Context: an optimization exercise on an open-source flow, tuned for small area. The choices shown serve that exercise and are no tape-out recipe. The RTL was checked by simulation tests, not by an equivalence proof against the original design. No activity file was given, so power comes from the tool's default toggle rates.

<file path="flow/config.mk">
export PLATFORM = sky130hd
export DESIGN_NAME = bssl_top
export DESIGN_NICKNAME = bssl_top
export VERILOG_FILES = /design/flow/design.v
export SDC_FILE = /design/flow/constraint.sdc
export NUM_CORES = 4
export LEC_CHECK = 0
export CAP_MARGIN = 20
export CORE_MARGIN = 2
export CORE_UTILIZATION = 50
export SLEW_MARGIN = 20
</file>
<file path="flow/constraint.sdc">
create_clock -name core_clock -period 10.0 [get_ports {clk}]
set_input_delay 2.0000 -clock core_clock [delete_from_list [all_inputs] [get_ports {clk}]]
set_output_delay 2.0000 -clock core_clock [all_outputs]
set_load 0.01 [all_outputs]
</file>
<file path="flow/design.v">
package bssl_pkg;
  localparam int DEPTH       = 16;
  localparam int MAX_RESULTS = 16;
  localparam int NRES        = (DEPTH < MAX_RESULTS) ? DEPTH : MAX_RESULTS;
  localparam int IDX_W       = $clog2(DEPTH);
  localparam int CNT_W       = $clog2(DEPTH + 1);
  localparam int RANK_W      = 4;
  localparam int TAG_W       = 64;
  localparam int SCORE_W     = 32;
  localparam int STAMP_W     = 32;
  localparam logic CMD_INSERT = 1'b0;
  localparam logic CMD_READ   = 1'b1;
  localparam logic ST_OK   = 1'b0;
  localparam logic ST_FULL = 1'b1;
  typedef struct packed {
    logic                      cmd;
    logic [TAG_W-1:0]          entry_tag;
    logic signed [SCORE_W-1:0] new_score;
    logic [STAMP_W-1:0]        stamp;
  } in_req_t;
  typedef struct packed {
    logic                      status;
    logic                      valid_res;
    logic [RANK_W-1:0]         rank;
    logic [TAG_W-1:0]          tag_out;
    logic signed [SCORE_W-1:0] score_out;
    logic [STAMP_W-1:0]        stamp_out;
    logic                      last;
  } out_res_t;
  typedef struct packed {
    logic do_insert;
    logic rd_start;
    logic rd_next;
  } dp_cmd_t;
  typedef struct packed {
    logic out_free;
    logic multi;
    logic rd_last;
  } dp_status_t;
endpackage
module bssl_ctrl (
  input  logic                    clk,
  input  logic                    rst_n,
  input  logic                    in_valid,
  input  logic                    in_cmd,
  output logic                    in_stall,
  input  bssl_pkg::dp_status_t    st,
  output bssl_pkg::dp_cmd_t       cmd
);
  typedef enum logic {IDLE, READ} state_t;
  state_t state_r, state_nxt;
  logic   accept;
  assign accept = (state_r == IDLE) && in_valid && st.out_free;
  always_comb begin
    state_nxt    = state_r;
    cmd          = '0;
    in_stall     = 1'b1;
    unique case (state_r)
      IDLE: begin
        in_stall = !st.out_free;
        if (accept) begin
          if (in_cmd == bssl_pkg::CMD_READ) begin
            cmd.rd_start = 1'b1;
            if (st.multi) state_nxt = READ;
          end else begin
            cmd.do_insert = 1'b1;
          end
        end
      end
      READ: begin
        if (st.out_free) begin
          cmd.rd_next = 1'b1;
          if (st.rd_last) state_nxt = IDLE;
        end
      end
      default: state_nxt = IDLE;
    endcase
  end
  always_ff @(posedge clk) begin
    if (!rst_n) begin
      state_r <= IDLE;
    end else begin
      state_r <= state_nxt;
    end
  end
endmodule
module bssl_dp (
  input  logic                    clk,
  input  logic                    rst_n,
  input  bssl_pkg::in_req_t       req,
  input  bssl_pkg::dp_cmd_t       cmd,
  output bssl_pkg::dp_status_t    st,
  output logic                    out_valid,
  input  logic                    out_stall,
  output bssl_pkg::out_res_t      out_res
);
  localparam int D  = bssl_pkg::DEPTH;
  localparam int IW = bssl_pkg::IDX_W;
  localparam int CW = bssl_pkg::CNT_W;
  localparam int SW = bssl_pkg::SCORE_W;
  logic [bssl_pkg::TAG_W-1:0]   tags_r   [D];
  logic [SW-1:0]                scores_r [D];
  logic [bssl_pkg::STAMP_W-1:0] stamps_r [D];
  logic [IW-1:0]                place_r  [D];
  logic [CW-1:0] fill_r;
  logic          out_valid_r;
  logic          status_r, valid_res_r, last_r;
  logic [IW-1:0] rank_r;
  logic [D-1:0]  used, gt, tail, sel;
  logic [IW-1:0] pos, rd_sel;
  logic          full, ins, load;
  logic [bssl_pkg::TAG_W-1:0]   fb_tag;
  logic [SW-1:0]                fb_score;
  logic [bssl_pkg::STAMP_W-1:0] fb_stamp;
  logic [IW-1:0]                fb_place;
  function automatic logic score_gt(input logic [SW-1:0] a, input logic [SW-1:0] b);
    logic c, ai, bi;
    c = 1'b0;
    for (int k = 0; k < SW; k++) begin
      ai = (k == SW-1) ? !a[k] : a[k];
      bi = (k == SW-1) ? !b[k] : b[k];
      c  = (ai & !bi) | ((ai | !bi) & c);
    end
    score_gt = c;
  endfunction
  assign full = fill_r[CW-1];
  assign ins  = cmd.do_insert && !full;
  assign load = cmd.do_insert || cmd.rd_start || cmd.rd_next;
  assign rd_sel = cmd.rd_start ? '0 : (rank_r + IW'(1));
  always_comb begin
    pos = '0;
    for (int i = 0; i < D; i++) begin
      used[i] = (CW'(i) < fill_r);
      tail[i] = (CW'(i + 1) == fill_r);
      sel[i]  = valid_res_r && used[i] && (place_r[i] == rank_r);
    end
    for (int i = 0; i < D - 1; i++) begin
      gt[i]   = used[i] && score_gt(scores_r[i], req.new_score);
      pos     = pos + IW'(gt[i]);
    end
    gt[D-1] = 1'b0;
  end
  always_comb begin
    fb_tag   = ins ? req.entry_tag : '0;
    fb_score = ins ? req.new_score : '0;
    fb_stamp = ins ? req.stamp     : '0;
    fb_place = ins ? pos           : '0;
    for (int i = 0; i < D; i++) begin
      fb_tag   |= {bssl_pkg::TAG_W{tail[i] && !ins}}   & tags_r[i];
      fb_score |= {SW{tail[i] && !ins}}                & scores_r[i];
      fb_stamp |= {bssl_pkg::STAMP_W{tail[i] && !ins}} & stamps_r[i];
      fb_place |= {IW{tail[i] && !ins}}                & place_r[i];
    end
  end
  assign st.out_free = !out_valid_r || !out_stall;
  assign st.multi    = (fill_r > CW'(1));
  assign st.rd_last  = ((CW'(rank_r) + CW'(2)) == fill_r);
  always_ff @(posedge clk) begin
    tags_r[0]   <= fb_tag;
    scores_r[0] <= fb_score;
    stamps_r[0] <= fb_stamp;
    place_r[0]  <= fb_place;
    for (int i = 1; i < D; i++) begin
      tags_r[i]   <= tags_r[i-1];
      scores_r[i] <= scores_r[i-1];
      stamps_r[i] <= stamps_r[i-1];
      place_r[i]  <= place_r[i-1] + IW'(ins && !gt[i-1]);
    end
  end
  always_ff @(posedge clk) begin
    if (cmd.do_insert) begin
      status_r    <= full;
      valid_res_r <= !full;
      rank_r      <= full ? '0 : pos;
      last_r      <= 1'b1;
    end else if (cmd.rd_start || cmd.rd_next) begin
      status_r    <= bssl_pkg::ST_OK;
      valid_res_r <= (fill_r != '0);
      rank_r      <= rd_sel;
      last_r      <= cmd.rd_start ? !st.multi : st.rd_last;
    end
    if (!rst_n) begin
      fill_r      <= '0;
      out_valid_r <= 1'b0;
    end else begin
      if (ins) fill_r <= fill_r + CW'(1);
      out_valid_r <= load || (out_valid_r && out_stall);
    end
  end
  always_comb begin
    out_res           = '0;
    out_res.status    = status_r;
    out_res.valid_res = valid_res_r;
    out_res.rank      = rank_r;
    out_res.last      = last_r;
    for (int i = 0; i < D; i++) begin
      out_res.tag_out   |= {bssl_pkg::TAG_W{sel[i]}}   & tags_r[i];
      out_res.score_out |= {SW{sel[i]}}                & scores_r[i];
      out_res.stamp_out |= {bssl_pkg::STAMP_W{sel[i]}} & stamps_r[i];
    end
  end
  assign out_valid = out_valid_r;
endmodule
module bounded_sorted_score_list (
  input  logic                  clk,
  input  logic                  rst_n,
  input  logic                  in_valid,
  output logic                  in_stall,
  input  bssl_pkg::in_req_t     in_req,
  output logic                  out_valid,
  input  logic                  out_stall,
  output bssl_pkg::out_res_t    out_res
);
  bssl_pkg::dp_cmd_t    cmd;
  bssl_pkg::dp_status_t st;
  bssl_ctrl u_ctrl (
    .clk      (clk),
    .rst_n    (rst_n),
    .in_valid (in_valid),
    .in_cmd   (in_req.cmd),
    .in_stall (in_stall),
    .st       (st),
    .cmd      (cmd)
  );
  bssl_dp u_dp (
    .clk       (clk),
    .rst_n     (rst_n),
    .req       (in_req),
    .cmd       (cmd),
    .st        (st),
    .out_valid (out_valid),
    .out_stall (out_stall),
    .out_res   (out_res)
  );
endmodule
module bssl_top (
  input  logic        clk,
  input  logic        rst_n,
  input  logic        in_valid,
  output logic        in_stall,
  input  logic        in_cmd,
  input  logic [63:0] in_tag,
  input  logic [31:0] in_score,
  input  logic [31:0] in_stamp,
  output logic        out_valid,
  input  logic        out_stall,
  output logic        out_status,
  output logic        out_valid_res,
  output logic [3:0]  out_rank,
  output logic [63:0] out_tag,
  output logic [31:0] out_score,
  output logic [31:0] out_stamp,
  output logic        out_last
);
  bssl_pkg::in_req_t  req;
  bssl_pkg::out_res_t res;
  assign req.cmd       = in_cmd;
  assign req.entry_tag = in_tag;
  assign req.new_score = in_score;
  assign req.stamp     = in_stamp;
  bounded_sorted_score_list u_list (
    .clk       (clk),
    .rst_n     (rst_n),
    .in_valid  (in_valid),
    .in_stall  (in_stall),
    .in_req    (req),
    .out_valid (out_valid),
    .out_stall (out_stall),
    .out_res   (res)
  );
  assign out_status    = res.status;
  assign out_valid_res = res.valid_res;
  assign out_rank      = res.rank;
  assign out_tag       = res.tag_out;
  assign out_score     = res.score_out;
  assign out_stamp     = res.stamp_out;
  assign out_last      = res.last;
endmodule
</file>
<file path="flow/flow/run.sh">
#!/bin/bash
export BUFFER_PORTS_ARGS="-buffer_cell sky130_fd_sc_hd__buf_1"
export CTS_ARGS="-sink_clustering_enable -repair_clock_nets -dont_use_dummy_load -sink_clustering_size 24 -sink_clustering_max_diameter 120"
bash standard.sh > standard.log 2>&1
</file>
<file path="flow/standard.sh">
#!/bin/bash
# synth_recipe.tcl (not shown) runs the flow's synth.tcl, then flattens the netlist and writes it again
# the make line also repeats each setting of config.mk as NAME=value (left out here)
make -C /OpenROAD-flow-scripts/flow DESIGN_CONFIG=/design/flow/config.mk WORK_HOME=/design/flow/orfs CLKGATE_MAP_FILE= SYNTH_SCRIPT=/design/flow/synth_recipe.tcl "${@:-finish}"
</file>
==> notes.md <==
synthesized netlist by cell type, types with 38 or more instances:
| library cell | instances |
|---|---|
| o21ai_0 | 69 |
| nor2b_1 | 84 |
| and4_1 | 68 |
| xnor2_1 | 52 |
| nor2_1 | 95 |
| nand2b_1 | 88 |
| dfxtp_1 | 2120 |
| xor2_1 | 51 |
| nand3_1 | 173 |
| o22ai_1 | 53 |
| and3_1 | 188 |
| nand2_1 | 336 |
| a21oi_1 | 74 |
| a222oi_1 | 537 |
| ha_1 | 38 |
| buf_1 | 113 |
| a22oi_1 | 738 |
| nand4_1 | 141 |
| clkbuf_1 | 442 |
| a22o_1 | 262 |
| inv_1 | 125 |
| maj3_1 | 147 |
| a221oi_1 | 356 |
final cells by class:
type                            count  area (µm²)  share of cell area
Antenna cell                       11        27.5            0.000345
Inverter                          138         518             0.00649
Clock buffer                       98        2450              0.0307
Tap cell                         1930        2410              0.0303
Sequential cell                  2126       42600               0.534
Multi-Input combinational cell   3896       29600               0.370
Timing Repair Buffer              393        2230              0.0279
state kept, by name, summed over array words and instances, names as in the netlist:
signal / cells
u_list.u_dp.scores_r: 512
u_list.u_dp.out_valid_r: 1
u_list.u_dp.fill_r: 5
u_list.u_ctrl.state_r: 1
u_list.u_dp.valid_res_r: 1
u_list.u_dp.place_r: 64
u_list.u_dp.tags_r: 1024
u_list.u_dp.status_r: 1
u_list.u_dp.last_r: 1
u_list.u_dp.stamps_r: 512
u_list.u_dp.rank_r: 4
per-layer routing:
| layer | up-vias | routed length, µm |
|---|---|---|
| met5 | - | 175 |
| met4 | 26 | 16900 |
| met3 | 1127 | 42700 |
| met2 | 5798 | 130000 |
| met1 | 31400 | 119000 |
| li1 | 26700 | - |
worst max-delay path by stage:
stage,start,to,slack [ns],cells past startpoint
2_1_floorplan,in_score[1],u_list.u_dp.place_r[0][1],1.52,27
3_3_place_gp,in_score[1],u_list.u_dp.place_r[0][1],0.38,26
3_5_place_dp,in_score[1],u_list.u_dp.place_r[0][1],0.28,26
4_1_cts,in_score[1],u_list.u_dp.place_r[0][1],1.04,26
5_1_grt,in_score[1],u_list.u_dp.place_r[0][1],0.53,26
6_report,in_score[1],u_list.u_dp.place_r[0][1],0.86,26
power by group:
group	switching, W	internal, W	total, W
combinational	0.000470	0.000330	0.000800
sequential	0.000659	0.00907	0.00973
clock	0.00264	0.00175	0.00439
through the flow:
step,worst slack [ns],power [W],area [µm²]
after global placement,0.375,0.0106,77300
after detailed placement,0.275,0.0106,77300
after global routing,0.534,0.0153,79800
after CTS,1.04,0.0149,79800
after floorplan,1.52,0.0101,74600
final,0.857,0.0149,79800
critical path: stages:
cell       delay (ns)
buf_1            0.19
inv_1            0.09
maj3_1           0.36
maj3_1           0.38
maj3_1           0.36
a221oi_1         0.48
a2111oi_0        0.15
o32ai_1          0.43
maj3_1           0.26
o311ai_1         0.24
a221oi_1         0.53
a2111oi_0        0.15
o21ai_1          0.29
fa_1             0.49
fa_1             0.53
fa_1             0.50
inv_1            0.05
fa_1             0.47
inv_1            0.05
fa_1             0.36
inv_1            0.11
fa_1             0.43
a222oi_1         0.36
nand2_1          0.09
a221oi_1         0.24
nand4_1          0.13
cells in the final DEF, fill, tap and decap left out, types with 14 or more instances in the layout:
cell type	Yosys	layout
nor4_1	17	14
clkbuf_16	0	98
and4_1	68	68
nand4b_1	27	27
buf_1	113	269
o21ai_0	69	69
o22ai_1	53	53
inv_1	125	125
a222oi_1	537	537
ha_1	38	38
nand2b_1	88	88
a22oi_1	738	738
and3_1	188	175
maj3_2	17	17
o221ai_1	18	18
nand2_1	336	336
a21oi_1	74	74
a22o_1	262	262
buf_12	0	23
buf_4	1	101
nand3_1	173	173
maj3_1	147	147
nor2b_1	84	84
xor2_1	51	51
nor2_1	95	83
nor3_1	27	26
dfxtp_1	2120	2120
nand4_1	141	141
xnor2_1	52	52
a31oi_1	19	19
a221oi_1	356	356
a2111oi_0	16	16
kinds of logic (layout without fill, tap and decap cells):
logic type / count (synthesis) / count (layout)
buf+inv: 700 / 629
simple gates: 1285 / 1285
xor+xnor: 103 / 103
flops: 2126 / 2126
other cells: 0 / 11
fa+ha+maj: 212 / 212
compound gates: 2296 / 2296
==> out/results.txt <==
Grt ovf = 0
Setup slack, reg-to-reg = 1.87 ns
Die width = 390 µm
Final Non-Filler Cells = 8592
Hold Path Origin = u_list.u_dp.stamps_r[12][20]
Post-Place Cells = 8483
Number of setup buffers added after CTS = 0
Crit share post-route = 0.914
CP Class = primary input to register
Synth Area in Compound Gates = 0.256
Total number of vias = 65100
Maxcap violations = 0
Slew Limit Headroom = 0.157
Fin nets = 6834
Antenna violations before repair = 23
Post-Synth XOR/XNOR Area = 0.0121
Main combinational cell family by area after synthesis = compound AO/OA/AOI/OAI gates
Worst hold slack = 0.349 ns
Synth area leaders = dfxtp_1 (57%), a22oi_1 (7.4%), a222oi_1 (7.2%)
Worst-path clk slew = 0.10 ns
Port Buffers = 269
Number of synthesized flops with an enable pin = 6
Worst EP arrival = 9.75 ns
Leakage = 27.6 nW
Layout Skew = 0.0733 ns
Final hold violation count = 0
Setup TNS = 0 ns
Synth Area in Simple Gates = 0.0937
First-pass GRT wire length = 440000 µm
CTS buffer count = 98
Fmax = 109 MHz
# DRC = 0
Worst vdd ir = 194 µV
Hold EP = u_list.u_dp.stamps_r[13][20]
TritonCTS clock tree = done
Met1 Use GR = 0.528
# fillers = 12900
Clk sink count = 2126
Vias per inst = 7.57
CP Data Required Time = 10.61 ns
M3 GR Usage = 0.0980
Router iterations before antenna repair = 11
Mean post-synth cell area = 11.1 µm²
HPWL Detailed = 168000 µm
Core ar. = 148000 µm²
DR WL/cell = 35.9 µm
GRT Max-Usage Layer = met2
Post-layout util = 0.539
Synthesized flop and latch total = 2126
Unrepaired setup endpoints after global routing = false
Post-Syn Nets = 6903
Mux cell area share after synthesis = 0
Top FF cell, synth = dfxtp_1
Skew-Pair Late Insertion Delay = 0.78 ns
Async S/R FF share, synth = 0
ANT nets after route = 0
Largest net degree at the start of global routing = 113
Synth Cell Area = 74600 µm²
Cell Rows = 141
Area share of fa/ha/maj cells after synthesis = 0.0313
Clk buf depth = 3
CTS root buf = clkbuf_16
Critical path launch point type = primary input
Cell taking the most area after synthesis = dfxtp_1
Hold depth = 0
Post-CTS Hold Buffers = 0
Status = timing/DRC/antenna clean
Die area = 152000 µm²
Io pins = 270
Layout cell share with drive strength beyond 1 = 0.0453
Synth unique cells = 83
Pins over their slew limit = 0
DR iter-0 viols = 14400
Synthesis-to-finish area growth = 6.97%
Vias in the first global route = 62000
Synth warnings = 6
Synth top area share = 0.569
Register area share after synthesis = 0.571
Actual slew at the worst max-slew pin = 1.27 ns
Resized cells post-CTS = 0
Tmin final = 9.14 ns
RR Endpoint = u_list.u_dp.place_r[0][1]
Critical-path maximum fanout = 5
Total Wirelength = 308000 µm
H-tree Lvls = 3
Worst min path class = register to register
GRT met2 Usage = 0.565
Power Density = 187 nW/µm²
Initial Util = 0.504
Final setup violation count = 0
Reg2reg start = u_list.u_dp.scores_r[5][0]
Syn Inst Count = 6722
R2R depth = 25
Final RePlAce weighted congestion = 0.979
Die height = 390 µm
Tot GR Track Use = 0.386
Crit end category = register

-- separate check: timing with driven ports --
The flow's constraints put no driver on any port. The routed layout listed below was extracted and timed again, unchanged, in two steps. Step 1: set_driving_cell puts a clkbuf_16 on clk and a buf_2 on each other input, an assumption about the parent block. Step 2 adds t to the input delays and takes it off the output delays; t is the mean of the earliest and latest rising clock arrival at the registers after step 1. Input paths then give back, and output paths get back, about the clock's delay inside the block. Slacks: no drivers / after step 1 / after step 2; pairs: no drivers / after step 1.
t (ns): 0.827
setup WS [ns]: 0.857 / 0.870 / 0.043
hold WS [ns]: 0.349 / 0.349 / 0.349
cell pins on the clock port's net: 1
After both steps this run still meets setup and hold. For this run, drivers alone change the setup slack by +0.013 ns; drivers and shift together by -0.814 ns.
